Context: an optimization exercise on an open-source flow, tuned for small area. The choices shown serve that exercise and are no tape-out recipe.
Only simulation tests tie the RTL to the original design; equivalence was not proved.
Power figures rest on the tool's default switching activity, not on a simulated workload. The clock port is modelled as an ideal driver; clocking choices that lean on that would not hold on a real chip.

## riscv_cpu
module riscv_cpu (
    input  logic        clk,
    input  logic        reset,
    input  logic [31:0] instr,
    output logic [31:0] pc,
    input  logic [31:0] read_data,
    output logic        dmem_rd_en,
    output logic        dmem_wr_en,
    output logic [31:0] dmem_addr,
    output logic [31:0] dmem_wr_data,
    input  logic        cache_stall
);
For scale: about 1,600 cells after synthesis, about 1,100 flip-flops, ~27,000 sq um of cells after synthesis.
export LEC_CHECK = 0
export CAP_MARGIN = 20
export CORE_MARGIN = 2
export CORE_UTILIZATION = 40
export PLACE_DENSITY = 0.6
export SLEW_MARGIN = 20
create_clock -name core_clock -period 10.0 [get_ports {clk}]
standard.sh (not shown) runs the stock make flow with config.mk's settings and CLKGATE_MAP_FILE= SYNTH_SCRIPT=/design/flow/synth_recipe.tcl, a recipe that flattens the netlist after the stock synthesis.
==> flow/flow/run.sh <==
#!/bin/bash
# Standard layout, with the smallest buffer on each port and a clock tree of
# small buffers without dummy loads.
set -euo pipefail
bash standard.sh \
  BUFFER_PORTS_ARGS="-buffer_cell sky130_fd_sc_hd__buf_1" \
  CTS_ARGS="-sink_clustering_enable -repair_clock_nets -dont_use_dummy_load -buf_list sky130_fd_sc_hd__clkbuf_8 -sink_clustering_size 20 -sink_clustering_max_diameter 60" \
  finish > standard.log 2>&1
The first run went through all stages and came out clean.
Edit:
==> flow/run.sh (new file) <==
#!/bin/bash
# synth_recipe.tcl (not shown) runs the flow's synth.tcl, then flattens the netlist and writes it again
# the make line also repeats each setting of config.mk as NAME=value (left out here)
make -C /OpenROAD-flow-scripts/flow DESIGN_CONFIG=/design/flow/config.mk WORK_HOME=/design/flow/orfs CLKGATE_MAP_FILE= SYNTH_SCRIPT=/design/flow/synth_recipe.tcl finish
- CTS_BUF_LIST: default -> sky130_fd_sc_hd__clkbuf_4
removed: flow/flow/run.sh
removed: flow/standard.sh
What happened: Setup slack degrades by 110 ps; synthesized area does not change; routed wire length went up by 6.4%; final area went up by 11%; register-to-register slack degrades by 120 ps; core utilization went up by 4.8 points; flip-flop and latch count stays the same; power went up by 24%; final cell count went up by 14%.
Edit:
==> flow/flow/run.sh (new file) <==
#!/bin/bash
# Standard layout, with the smallest buffer on each port and a clock tree of
# small buffers without dummy loads.
set -euo pipefail
bash standard.sh \
  BUFFER_PORTS_ARGS="-buffer_cell sky130_fd_sc_hd__buf_1" \
  CTS_ARGS="-sink_clustering_enable -repair_clock_nets -dont_use_dummy_load -buf_list sky130_fd_sc_hd__clkbuf_16 -sink_clustering_size 30 -sink_clustering_max_diameter 80" \
  finish > standard.log 2>&1
==> flow/standard.sh (new file) <==
#!/bin/bash
# synth_recipe.tcl (not shown) runs the flow's synth.tcl, then flattens the netlist and writes it again
# the make line also repeats each setting of config.mk as NAME=value (left out here)
make -C /OpenROAD-flow-scripts/flow DESIGN_CONFIG=/design/flow/config.mk WORK_HOME=/design/flow/orfs CLKGATE_MAP_FILE= SYNTH_SCRIPT=/design/flow/synth_recipe.tcl "${@:-finish}"
- CTS_BUF_LIST: sky130_fd_sc_hd__clkbuf_4 -> default
removed: flow/run.sh
- The changed run finished with timing, DRC and antenna clean
- cell area decreases by 9.5%
- via count decreases by 11%
- count of clock-buffer cells in the layout decreases by 325
- synthesized cell count is unchanged
- setup slack improved by 68 ps
- register-to-register slack improved by 60 ps
Edit:
==> flow/run.sh (new file) <==
#!/bin/bash
# synth_recipe.tcl (not shown) runs the flow's synth.tcl, then flattens the netlist and writes it again
# the make line also repeats each setting of config.mk as NAME=value (left out here)
make -C /OpenROAD-flow-scripts/flow DESIGN_CONFIG=/design/flow/config.mk WORK_HOME=/design/flow/orfs CLKGATE_MAP_FILE= SYNTH_SCRIPT=/design/flow/synth_recipe.tcl finish
removed: flow/flow/run.sh
removed: flow/standard.sh
Cell area increases by roughly a tenth. Die area is unchanged. Utilization increases by 4.8 points. Setup slack got worse by 420 ps. First-iteration DRC count decreases by roughly a tenth. Wire length increases by a few percent. Final cell count increases by a few percent. Sequential share of layout area decreases by 7.4 points.
Edit:
==> flow/flow/run.sh (new file) <==
#!/bin/bash
# Standard layout, with the smallest buffer on each port and a clock tree of
# small buffers without dummy loads.
set -euo pipefail
bash standard.sh \
  BUFFER_PORTS_ARGS="-buffer_cell sky130_fd_sc_hd__buf_1" \
  CTS_ARGS="-sink_clustering_enable -repair_clock_nets -dont_use_dummy_load -buf_list sky130_fd_sc_hd__clkbuf_4" \
  finish > standard.log 2>&1
==> flow/standard.sh (new file) <==
#!/bin/bash
# synth_recipe.tcl (not shown) runs the flow's synth.tcl, then flattens the netlist and writes it again
# the make line also repeats each setting of config.mk as NAME=value (left out here)
make -C /OpenROAD-flow-scripts/flow DESIGN_CONFIG=/design/flow/config.mk WORK_HOME=/design/flow/orfs CLKGATE_MAP_FILE= SYNTH_SCRIPT=/design/flow/synth_recipe.tcl "${@:-finish}"
removed: flow/run.sh
Clock-buffer cell count rises by 137.
Synthesized area is unchanged.
Sequential share of layout area rises by 4.8 points.
Die area does not change.
Cell area falls by a few percent.
Via count rises by a few percent.
Maximum frequency rises by roughly a tenth.
Register-to-register slack improved by 150 ps.
Worst setup slack improved by 710 ps.
Hold slack got worse by 33 ps.

## port drivers added, routing unchanged
Ports are ideal in the flow. The routed layouts listed here were re-timed in OpenROAD.
Step 1 sets driving cells, clkbuf_16 on the clock port and buf_2 on the other inputs (assumed; they add their load-dependent delay and slew).
Step 2, shift: input delay + t, output delay - t, t = (earliest + latest rising clock arrival at the registers) / 2. This alone moves slack from input paths to output paths.
Slacks: ideal ports / drivers / drivers and shift; pairs: ideal ports / drivers.
run | t, ns | slack for setup (ns) | worst data-port slew with drivers (ns)
the first run | 0.688 | 3.358 / 3.384 / 2.696 | 0.12
the second run | 1.065 | 3.243 / 3.275 / 2.211 | 0.11
the third run | 0.643 | 3.311 / 3.344 / 2.701 | 0.11
the fourth run | 0.692 | 2.894 / 2.931 / 2.239 | 0.11
the fifth run | 1.039 | 3.604 / 3.633 / 2.594 | 0.12
After both steps every run listed still meets setup and hold. The setup slack of the second run, which loses most, moves by +0.032 ns with the drivers and by -1.032 ns with both steps.
